This is an optimization exercise on Yosys and OpenROAD, whose aim is small area and a short achievable clock period, not a production implementation. RTL that was checked went through simulation tests only; none was proved equivalent to the original.

==> v4 <==
Design ddc_core, start of the top module:
module ddc_core
(
    input  logic        ADC_CLK,
    input  logic        RST_N,
    input  logic [11:0] ADC_IN,
    input  logic        ENC_SW,
    input  logic        ENC_DIR,
    input  logic        ENC_CNT,
    input  logic        ENC_CLK,
    input  logic        DATA_ACK,
    output logic [15:0] OUT,
    output logic        DATA_RDY
);
Settings: LEC_CHECK=0, ABC_AREA=1, CAP_MARGIN=20, CORE_MARGIN=2, CORE_UTILIZATION=40, SETUP_SLACK_MARGIN=4, SLEW_MARGIN=20; clock period 8.0 ns.
run.sh (not shown) runs the stock make flow with config.mk's settings and CLKGATE_MAP_FILE= SYNTH_SCRIPT=/design/flow/synth_recipe.tcl, a recipe that flattens the netlist after the stock synthesis.
==> inputs of v24, as changes to v4 <==
==> flow/flow/run.sh (new file) <==
#!/bin/bash
# Own layout flow: the standard ORFS flow (standard.sh, unchanged synthesis script and
# constraints) with a few extra ORFS settings:
#  - port buffers are buf_4 cells instead of the default pick,
#  - the resizer may swap cells across footprints,
#  - timing repair aims at a larger setup margin.
set -euo pipefail
bash standard.sh \
  "SETUP_SLACK_MARGIN=${MARGIN:-5.25}" \
  "MATCH_CELL_FOOTPRINT=0" \
  "BUFFER_PORTS_ARGS=-buffer_cell sky130_fd_sc_hd__buf_4" \
  finish > standard_flow.log 2>&1
==> flow/standard.sh (new file) <==
#!/bin/bash
# synth_recipe.tcl (not shown) runs the flow's synth.tcl, then flattens the netlist and writes it again
# the make line also repeats each setting of config.mk as NAME=value (left out here)
make -C /OpenROAD-flow-scripts/flow DESIGN_CONFIG=/design/flow/config.mk WORK_HOME=/design/flow/orfs CLKGATE_MAP_FILE= SYNTH_SCRIPT=/design/flow/synth_recipe.tcl "${@:-finish}"
--- a/flow/config.mk
+++ b/flow/config.mk
@@ -9,5 +9,4 @@
 export CAP_MARGIN = 20
 export CORE_MARGIN = 2
 export CORE_UTILIZATION = 40
-export SETUP_SLACK_MARGIN = 4
 export SLEW_MARGIN = 20
removed: flow/run.sh
==> comparison <==
- Wire length: v4 is lower than v24 (4.4%).
- Global-route usage: v24 is higher than v4 (0.51 points).
- Against v4, the non-clock buffer count of v24 is higher by 144.
- Between v4 and v24, the lower register-to-register slack is in v4 (gap 750 ps).
- Against v4, the cell area of v24 is larger by about 4%.
- Sequential share of layout area: v24 is lower than v4 (1.2 points).
==> figures <==
item                                                      v24        v4
Met1 capacity usage during global routing               0.259     0.257
Startpoint of the worst setup timing path            out_q[0]  cnt_q[0]
Final WS setup                                        5160 ps   4430 ps
Minimum hold slack                                     345 ps    346 ps
Minimum clock period after layout                     2840 ps   3570 ps
Largest fanout of any net on the critical path              2        53
RSZ-0062 raised after global routing                     true     false
Result of the run            no timing/DRC/antenna violations  no timing/DRC/antenna violations
Share of cell area taken by multi-input logic gates     0.508     0.513
Vias after detailed routing                             39103     38142

---

==> run X: inputs <==
Another version of the RTL of ddc_core (not shown whole).
==> flow/config.mk <==
export PLATFORM = sky130hd
export DESIGN_NAME = ddc_core
export DESIGN_NICKNAME = ddc_core
export VERILOG_FILES = /design/flow/design.v
export SDC_FILE = /design/flow/constraint.sdc
export NUM_CORES = 4
export LEC_CHECK = 0
export ABC_AREA = 1
export CAP_MARGIN = 20
export CORE_MARGIN = 2
export CORE_UTILIZATION = 40
export CTS_CLUSTER_DIAMETER = 75
export CTS_CLUSTER_SIZE = 26
export SLEW_MARGIN = 20
==> flow/constraint.sdc <==
create_clock -name core_clock -period 8.0 [get_ports {ADC_CLK}]
set_input_delay 1.6000 -clock core_clock [delete_from_list [all_inputs] [get_ports {ADC_CLK}]]
set_output_delay 1.6000 -clock core_clock [all_outputs]
set_load 0.01 [all_outputs]
standard.sh (not shown) runs the stock make flow with config.mk's settings and CLKGATE_MAP_FILE= SYNTH_SCRIPT=/design/flow/synth_recipe.tcl, a recipe that flattens the netlist after the stock synthesis.
==> flow/flow/run.sh <==
#!/bin/bash
# Own layout flow: the standard ORFS flow (standard.sh, unchanged synthesis script and
# constraints) with a few extra ORFS settings:
#  - port buffers are buf_4 cells instead of the default pick,
#  - the resizer may swap cells across footprints,
#  - timing repair aims at a larger setup margin.
set -euo pipefail
bash standard.sh \
  "SETUP_SLACK_MARGIN=${MARGIN:-5.05}" \
  "MATCH_CELL_FOOTPRINT=0" \
  "BUFFER_PORTS_ARGS=-buffer_cell sky130_fd_sc_hd__buf_4" \
  finish > standard_flow.log 2>&1
==> inputs of run C, as changes to run X <==
--- a/flow/flow/run.sh
+++ b/flow/flow/run.sh
@@ -7,5 +7,5 @@
 set -euo pipefail
 bash standard.sh \
-  "SETUP_SLACK_MARGIN=${MARGIN:-5.05}" \
+  "SETUP_SLACK_MARGIN=${MARGIN:-5.35}" \
   "MATCH_CELL_FOOTPRINT=0" \
   "BUFFER_PORTS_ARGS=-buffer_cell sky130_fd_sc_hd__buf_4" \
==> summary of the runs <==
Against run C, the global-route usage of run X is lower by 0.67 points.
Worst setup slack: run C is better than run X (67 ps).
Against run X, the cell count of run C is larger by about 3.6%.
Between run X and run C, the lower register-to-register slack is in run X (gap 70 ps).
Flip-flop and latch count is the same in run X and run C.
Run C finished with timing, DRC and antenna clean. Run X completed with no timing, DRC or antenna violations.
==> figures <==
quantity	run C	run X
Number of DRC markers in iteration 0	2608	2186
Worst path slowest cell	dfrtp_1	dfrtp_2
Worst hold slack	358 ps	352 ps
Reg clk slew, reported paths	100 ps	90 ps
Maximum number of pins on one net before global-route repair	143	128
Outcome	finished clean	finished clean
Actual transition at the worst max-transition pin	936 ps	880 ps
Number of cells traversed by the worst register-to-register path	18	8
Fin util	49.0%	44.8%

---

==> 05-13: inputs <==
ddc_core, a different RTL version from the one above (not shown whole).
export LEC_CHECK = 0
export CAP_MARGIN = 20
export CORE_MARGIN = 2
export CORE_UTILIZATION = 40
export SETUP_SLACK_MARGIN = 5
export SLEW_MARGIN = 20
create_clock -name core_clock -period 8.0 [get_ports {ADC_CLK}]
run.sh (not shown) runs the stock make flow with config.mk's settings and CLKGATE_MAP_FILE= SYNTH_SCRIPT=/design/flow/synth_recipe.tcl, a recipe that flattens the netlist after the stock synthesis.
Stock flow here: none of the scripts above is used.
==> inputs of 07-28, as changes to 05-13 <==
SETUP_SLACK_MARGIN = 4   (was 5)
==> notes <==
In flip-flop and latch count, 05-13 and 07-28 do not differ.
Of 05-13 and 07-28, 05-13 has the higher core utilization (gap 2.2 points).
Between 07-28 and 05-13, the lower via count is in 07-28 (gap about 1.8%, measured against 05-13).
Die area is the same in 05-13 and 07-28.
In 05-13 the count of clock-buffer cells in the layout is lower than in 07-28, by 3.
Between 05-13 and 07-28, the lower cell area is in 07-28 (gap 5.0%, measured against 07-28).
Global-route usage: 07-28 is lower than 05-13 (0.088 points).
Against 07-28, the first-iteration DRC count of 05-13 is larger by about 5.6%.
==> figures <==
| metric | 07-28 | 05-13 |
|---|---|---|
| Status | no timing/DRC/antenna violations | no timing/DRC/antenna violations |
| First drt pass iteration count | 9 | 5 |
| Minimum setup slack in the final design | 4.21 ns | 4.72 ns |
| Area occupied by multi-input gates | 0.0248 sq mm | 0.0262 sq mm |
| Flop2flop setup slack | 4.21 ns | 4.72 ns |
| ClkCell Share | 0.0574 | 0.0553 |
| Global-route track usage on met3 | 0.0264 | 0.0252 |
| Setup bufs post-CTS | 0 | 63 |
| Arrival time reported for the critical path endpoint | 4.35 ns | 3.87 ns |
| Hold Crit Start | meta_q[3] | meta_q[4] |
| Met1 usage | 0.221 | 0.227 |
| Worst setup startpoint | sync_q[0] | ma_q0[0] |
| Peak Freq | 264 MHz | 305 MHz |
| Worst skew pair latency | 0.64 ns | 0.65 ns |
| Worst reg-to-reg path cell count | 14 | 16 |
| Fin Hold WS | 0.348 ns | 0.344 ns |
| Share of cells above drive strength 1 | 0.0817 | 0.163 |
No functional check of the RTL was part of any run of this note.

port drivers added, routing unchanged:
No port has a modelled driver above. Below, the same layouts with a new extraction and two added sets of constraints.
Step 1 sets driving cells, clkbuf_16 on the clock port and buf_2 on the other inputs (assumed; they add their load-dependent delay and slew).
Step 2 adds t to the input delays and takes it off the output delays; t is the mean of the earliest and latest rising clock arrival at the registers after step 1. Input paths then give back, and output paths get back, about the clock's delay inside the block.
Slacks: ideal / step 1 / step 2; pairs: ideal / step 1.
run | t, ns | setup WS [ns] | worst setup path at the end | worst register clock-pin slew, ns
v4 | 0.710 | 4.427 / 4.427 / 4.267 | input to register | 0.06 / 0.06
v24 | 0.712 | 5.159 / 5.094 / 4.934 | input, reset recovery | 0.06 / 0.06
run X | 0.679 | 5.146 / 5.128 / 4.734 | input to register | 0.10 / 0.10
run C | 0.690 | 5.212 / 5.148 / 4.885 | input to register | 0.10 / 0.10
05-13 | 0.690 | 4.722 / 4.722 / 4.495 | input to register | 0.07 / 0.07
07-28 | 0.692 | 4.207 / 4.207 / 3.707 | input to register | 0.06 / 0.06
After both steps every run listed still meets setup and hold. For 07-28, which loses most, drivers alone change the setup slack by 0.000 ns; drivers and shift together by -0.500 ns. The worst setup slack also covers recovery checks on asynchronous resets.
